What follows belongs to an exercise in optimizing a design on an open flow for small area, a short achievable clock period and few clock cycles per item; a production flow would make more cautious choices. In this exercise RTL edits were held to simulation tests only and were not proved equivalent to the original. Power is estimated from default activity; no workload was simulated.

Design beacon_id_table_to_channel_mapper_unit, start of the top module:
module beacon_id_table_to_channel_mapper_unit (
  input  logic         clk,
  input  logic         rst_n,
  input  logic         in_valid,
  output logic         in_ready,
  input  logic [1:0]   in_opcode,
  input  logic [7:0]   in_payload_length,
  input  logic [15:0]  in_company_id,
  input  logic [63:0]  in_sensor_id,
  input  logic [7:0]   in_accel_x,
  input  logic [7:0]   in_accel_y,
  input  logic [7:0]   in_accel_z,
  output logic         out_valid,
  input  logic         out_ready,
  output logic [3:0]   out_status,
  output logic [3:0]   out_entry_index,
  output logic [6:0]   out_channel_base,
  output logic [7:0]   out_x_positive,
  output logic [7:0]   out_x_negative,
  output logic [7:0]   out_y_positive,
  output logic [7:0]   out_y_negative,
  output logic [7:0]   out_z_positive,
  output logic [7:0]   out_z_negative,
  output logic         out_send_request,
  output logic         out_all_known_seen,
  input  logic         cfg_we,
  input  logic         cfg_wdata
);
Settings: LEC_CHECK=0, CAP_MARGIN=20, CORE_MARGIN=2, CORE_UTILIZATION=40, SETUP_SLACK_MARGIN=2.0, SLEW_MARGIN=20; clock period 5.0 ns.
run.sh (not shown) runs the stock make flow with config.mk's settings and CLKGATE_MAP_FILE= SYNTH_SCRIPT=/design/flow/synth_recipe.tcl, a recipe that flattens the netlist after the stock synthesis.
The first run completed with no timing, DRC or antenna violations.
Testbench counts at the start, summed over its fixed seeds: cycles 4,808, items 4,800.
Rerun with:
SETUP_SLACK_MARGIN = default   (was 2.0)
Power is about the same.
Maximum frequency came out lower by 19%.
Final cell count came out lower by 4.1%.
Utilization came out lower by 4.2 points.
Count of clock-buffer cells in the layout went up by 2.
Worst setup slack degrades by 0.91 ns.
Register-to-register slack gets worse by 0.87 ns.

== oak ==
Another version of the RTL of beacon_id_table_to_channel_mapper_unit (not shown whole).
Size: about 3,700 cells after synthesis, ~1,300 flip-flops.
// beacon_id_table_to_channel_mapper_unit
module beacon_id_table_to_channel_mapper_unit (
  input  logic         clk,
  input  logic         rst_n,
  input  logic         in_valid,
  output logic         in_ready,
  input  logic [1:0]   in_opcode,
  input  logic [7:0]   in_payload_length,
  input  logic [15:0]  in_company_id,
  input  logic [63:0]  in_sensor_id,
  input  logic [7:0]   in_accel_x,
  input  logic [7:0]   in_accel_y,
  input  logic [7:0]   in_accel_z,
  output logic         out_valid,
  input  logic         out_ready,
  output logic [3:0]   out_status,
  output logic [3:0]   out_entry_index,
  output logic [6:0]   out_channel_base,
  output logic [7:0]   out_x_positive,
  output logic [7:0]   out_x_negative,
  output logic [7:0]   out_y_positive,
  output logic [7:0]   out_y_negative,
  output logic [7:0]   out_z_positive,
  output logic [7:0]   out_z_negative,
  output logic         out_send_request,
  output logic         out_all_known_seen,
  input  logic         cfg_we,
  input  logic         cfg_wdata
);
clock: 5.0 ns
lec_check: 0
cap_margin: 20
core_margin: 2
core_utilization: 40
cts_buf_list: sky130_fd_sc_hd__clkbuf_16
cts_cluster_diameter: 120
cts_cluster_size: 25
place_density: 0.8
setup_slack_margin: 2.8
slew_margin: 20
standard.sh (not shown) runs the stock make flow with config.mk's settings and CLKGATE_MAP_FILE= SYNTH_SCRIPT=/design/flow/synth_recipe.tcl, a recipe that flattens the netlist after the stock synthesis.
==> flow/flow/run.sh <==
#!/bin/bash
# The standard layout, except that the port buffers are buf_4 cells: left to itself
# buffer_ports picks a delay cell (clkdlybuf4s50_1) for every input and output port.
set -euo pipefail
export BUFFER_PORTS_ARGS="-buffer_cell sky130_fd_sc_hd__buf_4"
bash standard.sh > standard.log 2>&1
oak finished end to end and its layout was clean on timing, DRC and antenna.
Testbench counts of oak, summed over its fixed seeds: cycles 4,816, items 4,800.
The inputs of pine differ from those of oak as listed below.
- swapping 2.8 for 2.5 in SETUP_SLACK_MARGIN
==> flow/flow/run.sh <==
#!/bin/bash
# The standard layout, except that the port buffers are buf_2 cells: left to itself
# buffer_ports picks a delay cell (clkdlybuf4s50_1) for every input and output port.
set -euo pipefail
export BUFFER_PORTS_ARGS="-buffer_cell sky130_fd_sc_hd__buf_2"
bash standard.sh > standard.log 2>&1
==> comparison <==
- | length of routed met3 wiring | pine vs oak | 3.8% higher |
- Of the two values seen for first element of the critical path, tm_r[13] was produced by oak and in_sensor_id[11] by pine.
- For oak, the end point of the critical path was o_idx[2], unlike pine, where it was s2_eq[12].
- Diff pine..oak | final wirelength | negligible
- Changes observed in pine relative to oak: share of total power in the clock network climbed 0.7 points, count of clock-buffer cells in the layout climbed 6.8%, post-synthesis async set-or-reset flop share barely changed, combined area of the multi-input logic cells dropped 890 µm², final critical delay including setup and external delays climbed 43 ps.
- pine | stages: all done | timing, DRC, antenna: all pass
- The higher worst setup slack of oak and pine is in oak.

beacon_id_table_to_channel_mapper_unit, a different RTL version from the one above (not shown whole).
Size in the first run: ~1,300 flip-flops, ~190 I/O pins, about 56,000 um^2 of cells after synthesis.
clock: 5.0 ns
lec_check: 0
cap_margin: 20
core_margin: 2
core_utilization: 40
setup_slack_margin: 2.5
slew_margin: 20
==> flow/flow/run.sh <==
#!/bin/bash
# The standard layout, except that the port buffers are buf_4 cells: left to itself
# buffer_ports picks a delay cell (clkdlybuf4s50_1) for every input and output port.
set -euo pipefail
export BUFFER_PORTS_ARGS="-buffer_cell sky130_fd_sc_hd__buf_4"
bash standard.sh > standard.log 2>&1
Testbench counts at the start, summed over its fixed seeds: cycles 4,816, items 4,800.
Change:
--- a/flow/config.mk
+++ b/flow/config.mk
@@ -7,0 +8 @@
+export ABC_CLOCK_PERIOD_IN_PS = 2000
@@ -10,2 +11,2 @@
-export CORE_UTILIZATION = 40
-export SETUP_SLACK_MARGIN = 2.5
+export CORE_UTILIZATION = 60
+export SETUP_SLACK_MARGIN = 3.0
What happened: Wire length rose by about 1.8%; setup slack gets worse by 160 ps; sequential power barely changes; total power rose by 1.1%; first-iteration DRC count increases by about 40%; clock-buffer cell count came out lower by 16; synthesized area is unchanged; register-to-register slack degrades by 160 ps.
Change:
==> flow/run.sh (new file) <==
#!/bin/bash
# synth_recipe.tcl (not shown) runs the flow's synth.tcl, then flattens the netlist and writes it again
# the make line also repeats each setting of config.mk as NAME=value (left out here)
make -C /OpenROAD-flow-scripts/flow DESIGN_CONFIG=/design/flow/config.mk WORK_HOME=/design/flow/orfs CLKGATE_MAP_FILE= SYNTH_SCRIPT=/design/flow/synth_recipe.tcl finish
--- a/flow/config.mk
+++ b/flow/config.mk
@@ -8 +7,0 @@
-export ABC_CLOCK_PERIOD_IN_PS = 2000
@@ -11,2 +10,2 @@
-export CORE_UTILIZATION = 60
-export SETUP_SLACK_MARGIN = 3.0
+export CORE_UTILIZATION = 40
+export SETUP_SLACK_MARGIN = 2.5
removed: flow/flow/run.sh
removed: flow/standard.sh
Effect: Count of clock-buffer cells in the layout increases by 25; wire length decreases by 1.6%; cell count increases by about 12%; non-clock buffer count increases by 55; synthesized area is unchanged; first-iteration DRC count decreases by about 24%.
Change:
==> flow/flow/run.sh (new file) <==
#!/bin/bash
# The standard layout, except that the port buffers are buf_4 cells: left to itself
# buffer_ports picks a delay cell (clkdlybuf4s50_1) for every input and output port.
set -euo pipefail
export BUFFER_PORTS_ARGS="-buffer_cell sky130_fd_sc_hd__buf_4"
bash standard.sh > standard.log 2>&1
==> flow/standard.sh (new file) <==
#!/bin/bash
# synth_recipe.tcl (not shown) runs the flow's synth.tcl, then flattens the netlist and writes it again
# the make line also repeats each setting of config.mk as NAME=value (left out here)
make -C /OpenROAD-flow-scripts/flow DESIGN_CONFIG=/design/flow/config.mk WORK_HOME=/design/flow/orfs CLKGATE_MAP_FILE= SYNTH_SCRIPT=/design/flow/synth_recipe.tcl "${@:-finish}"
--- a/flow/config.mk
+++ b/flow/config.mk
@@ -10,0 +11,3 @@
+export CTS_BUF_LIST = sky130_fd_sc_hd__clkbuf_16
+export CTS_CLUSTER_DIAMETER = 120
+export CTS_CLUSTER_SIZE = 30
removed: flow/run.sh
The changed run finished with timing, DRC and antenna clean.
Total power decreases by 18%.
Hold slack loses 98 ps.
Critical path depth went up by 1.
Cell count drops by about 4%.
Global-route usage came out lower by 0.65 points.
Area after synthesis does not change.
Cell area shrinks by about 6%.
Clock skew rises by 60 ps.
Die area does not change.
Synthesized cell count stays the same.
Change:
--- a/flow/config.mk
+++ b/flow/config.mk
@@ -13 +13,2 @@
-export CTS_CLUSTER_SIZE = 30
+export CTS_CLUSTER_SIZE = 25
+export PLACE_DENSITY = 0.8
After rerunning: Design area is about the same; worst setup slack gets better by 110 ps; clock skew goes down by 42 ps; combinational power goes down by a few percent; worst hold slack gets better by 41 ps; die area does not change; wire length goes down by a little under a tenth; core utilization goes down by 0.11 points.
Change:
--- a/flow/config.mk
+++ b/flow/config.mk
@@ -14,2 +14 @@
-export PLACE_DENSITY = 0.8
-export SETUP_SLACK_MARGIN = 2.5
+export SETUP_SLACK_MARGIN = 2.2
After rerunning: Final area fell by 1.5%; total power shrinks by about 1.1%; synthesized area stays the same; via count drops by 2.6%; cell count falls by about 0.5%; clock power falls by about 3%; global-route usage rose by 1.9 points; fmax fell by about 9%; combinational power stays flat; clock-buffer cell count falls by 6.

beacon_id_table_to_channel_mapper_unit, a different RTL version from the one above (not shown whole).
Size: roughly 3700 cells after synthesis, about 190 I/O pins.
// beacon_id_table_to_channel_mapper_unit
module beacon_id_table_to_channel_mapper_unit (
  input  logic         clk,
  input  logic         rst_n,
  input  logic         in_valid,
  output logic         in_ready,
  input  logic [1:0]   in_opcode,
  input  logic [7:0]   in_payload_length,
  input  logic [15:0]  in_company_id,
  input  logic [63:0]  in_sensor_id,
  input  logic [7:0]   in_accel_x,
  input  logic [7:0]   in_accel_y,
  input  logic [7:0]   in_accel_z,
  output logic         out_valid,
  input  logic         out_ready,
  output logic [3:0]   out_status,
  output logic [3:0]   out_entry_index,
  output logic [6:0]   out_channel_base,
  output logic [7:0]   out_x_positive,
  output logic [7:0]   out_x_negative,
  output logic [7:0]   out_y_positive,
  output logic [7:0]   out_y_negative,
  output logic [7:0]   out_z_positive,
  output logic [7:0]   out_z_negative,
  output logic         out_send_request,
  output logic         out_all_known_seen,
  input  logic         cfg_we,
  input  logic         cfg_wdata
);
clock: 5.0 ns
lec_check: 0
cap_margin: 20
core_margin: 2
core_utilization: 40
cts_buf_list: sky130_fd_sc_hd__clkbuf_16
cts_cluster_diameter: 120
cts_cluster_size: 25
gpl_routability_driven: 0
place_density: 0.8
setup_slack_margin: 2.5
slew_margin: 20
==> flow/flow/run.sh <==
#!/bin/bash
# The standard layout, except that the port buffers are buf_4 cells: left to itself
# buffer_ports picks a delay cell (clkdlybuf4s50_1) for every input and output port.
set -euo pipefail
export BUFFER_PORTS_ARGS="-buffer_cell sky130_fd_sc_hd__buf_4"
bash standard.sh > standard.log 2>&1
Testbench counts at the start, summed over its fixed seeds: cycles 4,816, items 4,800.
Rerun with:
Settings changed: CORE_UTILIZATION 40 to 48, GPL_ROUTABILITY_DRIVEN 0 to default.
Synthesized cell count stays the same; worst setup slack gets better by 20 ps; maximum frequency rises by 0.75%; cell area falls by 0.34%; critical path depth is unchanged.
Rerun with:
Settings changed: CORE_UTILIZATION 48 to 40, CTS_CLUSTER_DIAMETER 120 to 100, CTS_CLUSTER_SIZE 25 to 28.
- The new run ran to the end with no violations
- via count hardly moves
- final area stays flat
- worst hold slack hardly moves
- synthesized area does not change
Rerun with:
Settings changed: CTS_CLUSTER_DIAMETER 100 to 120, CTS_CLUSTER_SIZE 28 to 25, PLACE_DENSITY 0.8 to 0.9.
Outcome: Cell count hardly moves; setup slack is better by 15 ps; wire length went up by a few percent; die area does not change; clock skew went up by 10 ps; sequential share of layout area stays flat.

## static timing again, ports no longer ideal
The flow's constraints put no driver on any port. The routed layouts listed below were extracted and timed again, unchanged, in two steps. Step 1 (the two cells are an assumption about what drives the block):
set clk [get_ports {clk}]
set_driving_cell -lib_cell sky130_fd_sc_hd__clkbuf_16 $clk
set_driving_cell -lib_cell sky130_fd_sc_hd__buf_2 [delete_from_list [all_inputs] $clk]
Step 2 also shifts input and output timing later by t, the mid clock arrival at the registers, as if the neighbouring blocks saw the same clock. a / b / c = ideal / step 1 / step 2; a / b = the first two.
run	t (ns)	setup slack, ns	cell pins on the clock port's net
the first run of note 1	0.825	1.134 / 1.150 / 0.325	1
the second run of note 1	0.811	0.228 / 0.280 / -0.531	1
oak	0.799	2.423 / 2.423 / 1.908	1
pine	0.794	2.380 / 2.395 / 1.628	1
the first run of note 3	0.845	2.420 / 2.420 / 1.658	1
the second run of note 3	0.823	2.262 / 2.262 / 2.044	1
the third run of note 3	0.837	2.340 / 2.340 / 1.658	1
the fourth run of note 3	0.783	2.311 / 2.311 / 1.703	1
the fifth run of note 3	0.768	2.419 / 2.419 / 1.719	1
the sixth run of note 3	0.800	2.154 / 2.204 / 1.403	1
the first run of note 4	0.794	2.342 / 2.342 / 1.915	1
the second run of note 4	0.768	2.362 / 2.362 / 2.063	1
the third run of note 4	0.764	2.324 / 2.324 / 1.833	1
the fourth run of note 4	0.772	2.339 / 2.339 / 1.769	1
Met with ideal ports but missed after step 2: setup timing in the second run of note 1. The setup slack of the first run of note 1, which loses most, moves by +0.016 ns with the drivers and by -0.809 ns with both steps.
